Source: an optimization exercise on an open RTL-to-GDS flow (aim: a short achievable clock period and few clock cycles per item). Production flows keep margins and buffers that such runs may drop. In this exercise RTL edits were held to simulation tests only and were not proved equivalent to the original. Power and IR drop assume default switching activity.

==> design/flow/design.v <==
package mvm_pkg;
  localparam int MAX_COLUMNS   = 256;
  localparam int ELEMENT_BITS  = 16;
  localparam int ACC_BITS      = 40;
  localparam int ROW_BITS      = 16;
  localparam int INDEX_BITS    = 8;
  localparam int PROD_BITS     = 2 * ELEMENT_BITS;
  localparam int COL_BITS      = $clog2(MAX_COLUMNS);
  localparam int COUNT_BITS    = $clog2(MAX_COLUMNS + 1);
  localparam int CFG_ADDR_BITS = 3;
  localparam int CFG_DATA_BITS = 32;
  localparam logic [COUNT_BITS-1:0] COLUMNS_RESET = COUNT_BITS'(MAX_COLUMNS);
  localparam logic REG_COLUMNS_IN_USE = 1'b0;
  localparam logic KIND_VECTOR = 1'b0;
  localparam logic KIND_MATRIX = 1'b1;
  typedef struct packed {
    logic                           kind;
    logic        [INDEX_BITS-1:0]   element_index;
    logic signed [ELEMENT_BITS-1:0] element_value;
    logic                           final_row;
  } in_beat_t;
  typedef struct packed {
    logic signed [ACC_BITS-1:0] row_sum;
    logic        [ROW_BITS-1:0] row_number;
    logic                       last;
  } out_beat_t;
  typedef enum logic [1:0] {
    S_IDLE,
    S_MUL,
    S_ACC,
    S_EMIT
  } state_t;
  typedef struct packed {
    logic capture;    
    logic ram_we;     
    logic mul_en;     
    logic acc_en;     
    logic col_adv;    
    logic emit;       
  } ctrl_cmd_t;
  typedef struct packed {
    logic in_kind;
    logic row_done;
  } dp_status_t;
endpackage
module mvm_ram #(
  parameter int WIDTH = 16,
  parameter int DEPTH = 256
) (
  input  logic                     clk,
  input  logic                     we,
  input  logic [$clog2(DEPTH)-1:0] addr,
  input  logic [WIDTH-1:0]         wdata,
  output logic [WIDTH-1:0]         rdata_r
);
  logic [WIDTH-1:0] mem [DEPTH];
  always_ff @(posedge clk) begin
    if (we) begin
      mem[addr] <= wdata;
    end
    rdata_r <= mem[addr];
  end
endmodule
module mvm_ctrl (
  input  logic               clk,
  input  logic               rst_n,
  input  logic               in_valid,
  output logic               in_stall,
  output logic               out_valid,
  input  logic               out_stall,
  input  mvm_pkg::dp_status_t status,
  output mvm_pkg::ctrl_cmd_t  cmd
);
  mvm_pkg::state_t state_r, state_nxt;
  logic            out_valid_r, out_valid_nxt;
  logic            out_free;
  logic            in_accept;
  assign in_stall  = (state_r != mvm_pkg::S_IDLE);
  assign in_accept = in_valid && !in_stall;
  assign out_free  = !out_valid_r || !out_stall;
  assign out_valid = out_valid_r;
  always_comb begin
    state_nxt = state_r;
    unique case (state_r)
      mvm_pkg::S_IDLE: begin
        if (in_valid && status.in_kind == mvm_pkg::KIND_MATRIX) begin
          state_nxt = mvm_pkg::S_MUL;
        end
      end
      mvm_pkg::S_MUL: begin
        state_nxt = mvm_pkg::S_ACC;
      end
      mvm_pkg::S_ACC: begin
        state_nxt = status.row_done ? mvm_pkg::S_EMIT : mvm_pkg::S_IDLE;
      end
      mvm_pkg::S_EMIT: begin
        if (out_free) begin
          state_nxt = mvm_pkg::S_IDLE;
        end
      end
      default: state_nxt = mvm_pkg::S_IDLE;
    endcase
  end
  always_comb begin
    cmd = '0;
    unique case (state_r)
      mvm_pkg::S_IDLE: begin
        cmd.capture = in_accept;
        cmd.ram_we  = in_accept && (status.in_kind == mvm_pkg::KIND_VECTOR);
      end
      mvm_pkg::S_MUL: begin
        cmd.mul_en = 1'b1;
      end
      mvm_pkg::S_ACC: begin
        cmd.acc_en  = 1'b1;
        cmd.col_adv = !status.row_done;
      end
      mvm_pkg::S_EMIT: begin
        cmd.emit = out_free;
      end
      default: cmd = '0;
    endcase
  end
  always_comb begin
    out_valid_nxt = out_valid_r;
    if (cmd.emit) begin
      out_valid_nxt = 1'b1;
    end else if (!out_stall) begin
      out_valid_nxt = 1'b0;
    end
  end
  always_ff @(posedge clk) begin
    if (!rst_n) begin
      state_r     <= mvm_pkg::S_IDLE;
      out_valid_r <= 1'b0;
    end else begin
      state_r     <= state_nxt;
      out_valid_r <= out_valid_nxt;
    end
  end
endmodule
module mvm_datapath (
  input  logic                              clk,
  input  logic                              rst_n,
  input  mvm_pkg::in_beat_t                 in_data,
  input  logic [mvm_pkg::COUNT_BITS-1:0]    eff_columns,
  input  mvm_pkg::ctrl_cmd_t                cmd,
  output mvm_pkg::dp_status_t               status,
  output mvm_pkg::out_beat_t                out_data
);
  logic signed [mvm_pkg::ELEMENT_BITS-1:0] val_r;
  logic                                    fin_r;
  logic signed [mvm_pkg::PROD_BITS-1:0]    prod_r;
  logic signed [mvm_pkg::ACC_BITS-1:0]     acc_r, acc_nxt;
  logic        [mvm_pkg::COL_BITS-1:0]     col_r, col_nxt;
  logic        [mvm_pkg::ROW_BITS-1:0]     row_r, row_nxt;
  mvm_pkg::out_beat_t                      out_r;
  logic        [mvm_pkg::COL_BITS-1:0]     ram_addr;
  logic        [mvm_pkg::ELEMENT_BITS-1:0] ram_rdata;
  assign ram_addr = cmd.ram_we ? in_data.element_index[mvm_pkg::COL_BITS-1:0] : col_r;
  mvm_ram #(
    .WIDTH (mvm_pkg::ELEMENT_BITS),
    .DEPTH (mvm_pkg::MAX_COLUMNS)
  ) u_vec_ram (
    .clk     (clk),
    .we      (cmd.ram_we),
    .addr    (ram_addr),
    .wdata   (in_data.element_value),
    .rdata_r (ram_rdata)
  );
  assign status.in_kind  = in_data.kind;
  assign status.row_done = ({1'b0, col_r} + mvm_pkg::COUNT_BITS'(1)) >= eff_columns;
  always_comb begin
    acc_nxt = acc_r;
    col_nxt = col_r;
    row_nxt = row_r;
    if (cmd.acc_en) begin
      acc_nxt = acc_r + {{(mvm_pkg::ACC_BITS - mvm_pkg::PROD_BITS){prod_r[mvm_pkg::PROD_BITS-1]}},
                         prod_r};
    end
    if (cmd.col_adv) begin
      col_nxt = col_r + mvm_pkg::COL_BITS'(1);
    end
    if (cmd.emit) begin
      acc_nxt = '0;
      col_nxt = '0;
      row_nxt = fin_r ? '0 : row_r + mvm_pkg::ROW_BITS'(1);
    end
  end
  always_ff @(posedge clk) begin
    if (!rst_n) begin
      acc_r <= '0;
      col_r <= '0;
      row_r <= '0;
    end else begin
      acc_r <= acc_nxt;
      col_r <= col_nxt;
      row_r <= row_nxt;
    end
  end
  always_ff @(posedge clk) begin
    if (cmd.capture) begin
      val_r <= in_data.element_value;
      fin_r <= in_data.final_row;
    end
    if (cmd.mul_en) begin
      prod_r <= val_r * $signed(ram_rdata);
    end
    if (cmd.emit) begin
      out_r.row_sum    <= acc_r;
      out_r.row_number <= row_r;
      out_r.last       <= fin_r;
    end
  end
  assign out_data = out_r;
endmodule
module matrix_vector_multiply_core (
  input  logic                                clk,
  input  logic                                rst_n,
  input  logic                                in_valid,
  output logic                                in_stall,
  input  logic [25:0]                         in_data,
  output logic                                out_valid,
  input  logic                                out_stall,
  output logic [56:0]                         out_data,
  input  logic                                psel,
  input  logic                                penable,
  input  logic                                pwrite,
  input  logic [mvm_pkg::CFG_ADDR_BITS-1:0]   paddr,
  input  logic [mvm_pkg::CFG_DATA_BITS-1:0]   pwdata,
  output logic [mvm_pkg::CFG_DATA_BITS-1:0]   prdata,
  output logic                                pready
);
  logic [mvm_pkg::COUNT_BITS-1:0] columns_r, columns_nxt;
  logic [mvm_pkg::COUNT_BITS-1:0] eff_columns;
  logic                           reg_sel;
  mvm_pkg::ctrl_cmd_t             cmd;
  mvm_pkg::dp_status_t            status;
  mvm_pkg::in_beat_t              in_beat;
  mvm_pkg::out_beat_t             out_beat;
  assign in_beat  = mvm_pkg::in_beat_t'(in_data);
  assign out_data = out_beat;
  assign reg_sel = paddr[2];
  assign pready  = 1'b1;
  always_comb begin
    columns_nxt = columns_r;
    if (psel && penable && pwrite && pready && reg_sel == mvm_pkg::REG_COLUMNS_IN_USE) begin
      columns_nxt = pwdata[mvm_pkg::COUNT_BITS-1:0];
    end
  end
  always_ff @(posedge clk) begin
    if (!rst_n) begin
      columns_r <= mvm_pkg::COLUMNS_RESET;
    end else begin
      columns_r <= columns_nxt;
    end
  end
  always_comb begin
    prdata = '0;
    if (reg_sel == mvm_pkg::REG_COLUMNS_IN_USE) begin
      prdata = mvm_pkg::CFG_DATA_BITS'(columns_r);
    end
  end
  always_comb begin
    eff_columns = columns_r;
    if (columns_r == '0) begin
      eff_columns = mvm_pkg::COUNT_BITS'(1);
    end else if (columns_r > mvm_pkg::COLUMNS_RESET) begin
      eff_columns = mvm_pkg::COLUMNS_RESET;
    end
  end
  mvm_ctrl u_ctrl (
    .clk       (clk),
    .rst_n     (rst_n),
    .in_valid  (in_valid),
    .in_stall  (in_stall),
    .out_valid (out_valid),
    .out_stall (out_stall),
    .status    (status),
    .cmd       (cmd)
  );
  mvm_datapath u_datapath (
    .clk         (clk),
    .rst_n       (rst_n),
    .in_data     (in_beat),
    .eff_columns (eff_columns),
    .cmd         (cmd),
    .status      (status),
    .out_data    (out_beat)
  );
endmodule
==> design/flow/run.sh <==
#!/bin/bash
# synth_recipe.tcl (not shown) runs the flow's synth.tcl, then flattens the netlist and writes it again
# the make line also repeats each setting of config.mk as NAME=value (left out here)
make -C /OpenROAD-flow-scripts/flow DESIGN_CONFIG=/design/flow/config.mk WORK_HOME=/design/flow/orfs CLKGATE_MAP_FILE= SYNTH_SCRIPT=/design/flow/synth_recipe.tcl finish
==> design/flow/config.mk <==
export PLATFORM = sky130hd
export DESIGN_NAME = matrix_vector_multiply_core
export DESIGN_NICKNAME = matrix_vector_multiply_core
export VERILOG_FILES = /design/flow/design.v
export SDC_FILE = /design/flow/constraint.sdc
export NUM_CORES = 4
export LEC_CHECK = 0
export CAP_MARGIN = 20
export CORE_MARGIN = 2
export CORE_UTILIZATION = 40
export SLEW_MARGIN = 20
export SYNTH_MEMORY_MAX_BITS = 8192
==> design/flow/constraint.sdc <==
create_clock -name core_clock -period 8.0 [get_ports {clk}]
set_input_delay 1.6000 -clock core_clock [delete_from_list [all_inputs] [get_ports {clk}]]
set_output_delay 1.6000 -clock core_clock [all_outputs]
set_load 0.01 [all_outputs]
==> notes.md <==
==> per-layer routing <==
metal  wire length, µm  up-vias  global-route usage
li1                  -    36500                   -
met1            191000    48500               0.296
met2            228000     4373               0.343
met3             42000      643              0.0357
met4             12500        8              0.0553
met5               168        -             0.00206
==> through the flow <==
stage / std cells / power (µW) / hold WS, ns / utilization / instance area (µm²)
finish: 15400 / 60100 / 0.459 / 0.459 / 199000
global route: 15400 / 63300 / 0.474 / 0.459 / 199000
CTS: 15400 / 60600 / 0.457 / 0.459 / 199000
detailed placement: 14600 / 41400 / 0.446 / 0.428 / 186000
global placement: 14600 / 41300 / 0.439 / 0.428 / 186000
floorplan: 8696 / 37500 / 0.417 / - / 174000
==> critical path: cells and delay by family (launching register included) <==
family	cells	cell delay, ns
adders and majority gates	7	3.41
and+or+nand+nor	1	0.17
DFF	1	0.89
xor gates and xnor gates	1	0.08
buffers and inverters	3	0.16
AOI/OAI and AO/OA	9	2.17
==> state kept, by name, indices dropped and copies added (netlist names), 2 cells and up <==
name                          flops
u_datapath.prod_r                32
u_datapath.u_vec_ram.mem       4096
u_datapath.col_r                  8
columns_r                         9
u_datapath.u_vec_ram.rdata_r     16
u_datapath.row_r                 16
u_datapath.val_r                 16
u_datapath.acc_r                 40
u_datapath.out_r                 57
u_ctrl.state_r                    2
==> cells in the final DEF (no fill, tap or decap), drive strengths merged, types with 127 or more instances in the layout <==
master,count
a21oi,361
a22oi,500
and2,127
buf,616
clkbuf,533
clkinv,181
edfxtp,4202
fa,263
ha,132
inv,318
mux4,1016
nand2,312
nor2,328
==> cells by family (layout without fill, tap and decap cells) <==
group / Yosys count / count (layout)
xor+xnor: 85 / 85
flops: 4294 / 4294
fa+ha+maj: 395 / 395
buf+inv: 800 / 1779
simple gates: 988 / 988
mux: 1035 / 1035
other cells: 2 / 33
compound gates: 1075 / 1075
==> final timing paths <==
check | depth (start not counted) | start | end | slack (ns)
hold / removal | 0 | u_datapath.acc_r[39] | u_datapath.out_r[56] | 0.46
setup reg to reg | 21 | u_datapath.u_vec_ram.rdata_r[8] | u_datapath.prod_r[31] | 0.84
setup / recovery | 21 | u_datapath.u_vec_ram.rdata_r[8] | u_datapath.prod_r[31] | 0.84
hold reg to reg | 0 | u_datapath.acc_r[39] | u_datapath.out_r[56] | 0.46
==> power breakdown <==
group	internal (µW)	switching (µW)
sequential	25500	177
combinational	6630	8430
clock	10900	8470
==> cell usage after synthesis (all sizes together) (26+ instances only) <==
| cell type | number | area, µm² |
|---|---|---|
| nor4 | 38 | 238 |
| nor3 | 26 | 130 |
| nand2 | 312 | 1180 |
| a22oi | 500 | 3750 |
| a21oi | 361 | 1810 |
| inv | 304 | 1140 |
| clkbuf | 214 | 803 |
| a21o | 38 | 285 |
| nor2 | 328 | 1230 |
| o21ai | 66 | 330 |
| xor2 | 33 | 289 |
| ha | 132 | 1650 |
| dfxtp | 92 | 1840 |
| mux4 | 1016 | 22900 |
| xnor2 | 52 | 455 |
| nand3 | 51 | 255 |
| fa | 263 | 5270 |
| and2 | 127 | 795 |
| buf | 281 | 1770 |
| edfxtp | 4202 | 126000 |
==> cell type report <==
| type | count | area, µm² | area share |
|---|---|---|---|
| Clock buffer | 532 | 11200 | 0.0560 |
| Tap cell | 5734 | 7170 | 0.0360 |
| Multi-Input combinational cell | 3602 | 43000 | 0.216 |
| Sequential cell | 4294 | 128000 | 0.643 |
| Timing Repair Buffer | 711 | 6450 | 0.0324 |
| Antenna cell | 9 | 22.5 | 0.000113 |
| Inverter | 305 | 1140 | 0.00575 |
| Clock inverter | 231 | 2170 | 0.0109 |
==> summary.md <==
| Metric | Value |
|---|---|
| Status | `timing/DRC/antenna clean` |
| Nature of the critical path startpoint | `flop` |
| Crit-path cells | `nand2_1 -> fa_1 -> inv_1 -> fa_1 -> fa_1 -> fa_1 -> fa_1 -> inv_1 -> fa_1 -> inv_1 -> ha_1 -> a21o_1 -> a21o_1 -> a21o_1 -> a2111oi_0 -> o221ai_1 -> o21ai_0 -> o31a_1 -> o21bai_1 -> a21oi_1 -> xnor2_1` |
| CTS max path bufs | `4` |
| TritonCTS clock tree | `yes` |
| Adder and majority gate portion of the synthesized area | `0.0397` |
| Most used cell, CP | `fa_1` |
| WP data arrival | `7.87 ns` |
| Post-Synth XOR/XNOR Area | `0.00428` |
| Yosys warning total | `4` |
| Worst Skew | `0.0850 ns` |
| Global-route wire length before repair | `about 670000 µm` |
| GP Congestion | `roughly 0.84` |
| Share of layout cells above drive strength 1 | `0.248` |
| Layout net count | `9800` |
| Root Driver | `clkbuf_16` |
| Drt pass-1 iters | `8` |
| CP peak stage delay | `0.89 ns` |
| Cell Area, Synth | `174000 µm²` |
| HP Class | `flop to flop` |
| Max-slew violation count | `0` |
| Clock transition at path regs | `0.06 ns` |
| Syn avg cell area | `20.1 µm²` |
| Vias | `between 90000 and 100k` |
| Fin crit share | `0.894` |
| WS Path Type | `flop to flop` |
| Vias in the first global route | `around 90000` |
| Aggregate global-route resource usage | `0.211` |
| Least-Margin Pin Slew | `1.17 ns` |
| Crit-path slowest cell | `dfxtp_1` |
| GRT overflow | `0` |
| Setup Viol. Count Final | `0` |
| HPWL Detailed | `roughly 290000 µm` |
| Rel. slew slack | `0.218` |
| Routed length per instance | `between 30 and 40 µm` |
| Number of remaining DRC errors | `0` |
| Fraction of registers with async set/reset | `0` |
| Final wirelength | `474000 µm` |
| Yosys cell types | `68` |
| RSZ-0062 raised after global routing | `no` |
| Ratio of total power to cell area | `slightly above 300 nW/µm²` |
| Mux contribution to synthesized area | `0.133` |
| Post-CTS resize count | `0` |
| Critical Path RT | `8.71 ns` |
| Top_reg_cell synth | `edfxtp_1` |
| Seq cells post-synth | `4294` |
| Cells after Synth | `8674` |
| IO Pins | `160` |
| Initial antenna violation count | `33` |
| Post CTS Setup Buffer Count | `0` |
| Chip Width | `about 660 µm` |
| Die area | `440000 µm²` |
| Port Buf Inserts | `110` |
| EDFF count, synth | `around 4200` |
| Simple-gate share of the synthesized area | `0.0261` |
| Total Neg Setup Slack | `0 ns` |
| Worst vdd ir | `0.671 mV` |
| Rows | `242` |
| Pin count of the biggest net entering global routing | `173` |
| Clk latency of the worst-skew pair | `1.01 ns` |
| Largest family of logic cells by synthesized area | `multiplexers` |
| Drt via density | `5.84` |
| Final Hold Violating Endpoints | `0` |
| FMAX | `140 MHz` |
| Post-synthesis compound-gate area fraction | `0.0404` |
| Place WS | `0.805 ns` |
| Critical path endpoint category | `flop` |
| Core area | `434000 µm²` |
| Fillers | `35900` |
| H-tree lvl count | `5` |
| Num CTS Buffers | `~420` |
| Initial Util | `0.401` |
| CTS Sinks | `4294` |
| Static Leak | `around 0.063 µW` |
| Layout Area Growth over Synthesis | `14.4%` |
| Sequential share of the synthesized area | `0.735` |
| Minimum clock period | `7.16 ns` |
| Largest fanout on the critical path | `16` |
| Iter 0 DRT Violations | `12000` |
| Worst setup margin | `0.844 ns` |
| CTS Hold Bufs | `0` |
| Max Cap Viol | `0` |
| Die height | `about 660 µm` |
| Post-route ant nets | `0` |
Testbench counts, summed over its fixed seeds: cycles 203,624, items 65,248.

static timing again, ports no longer ideal:
No port has a modelled driver above. Below, the same layout with a new extraction and two added sets of constraints. Step 1 (the two cells are an assumption about what drives the block):
set clk [get_ports {clk}]
set_driving_cell -lib_cell sky130_fd_sc_hd__clkbuf_16 $clk
set_driving_cell -lib_cell sky130_fd_sc_hd__buf_2 [delete_from_list [all_inputs] $clk]
Step 2 adds t to the input delays and takes it off the output delays; t is the mean of the earliest and latest rising clock arrival at the registers after step 1. Input paths then give back, and output paths get back, about the clock's delay inside the block. a / b / c = no drivers / after step 1 / after step 2; a / b = the first two.
shift t [ns]: 1.086
slack for setup (ns): 0.844 / 0.844 / 0.811
clock arrival spread, ns: 0.091 / 0.091
pins driven straight from the clock port: 1
After both steps setup and hold are still met in this run. The setup slack of this run moves by 0.000 ns with the drivers and by -0.033 ns with both steps.
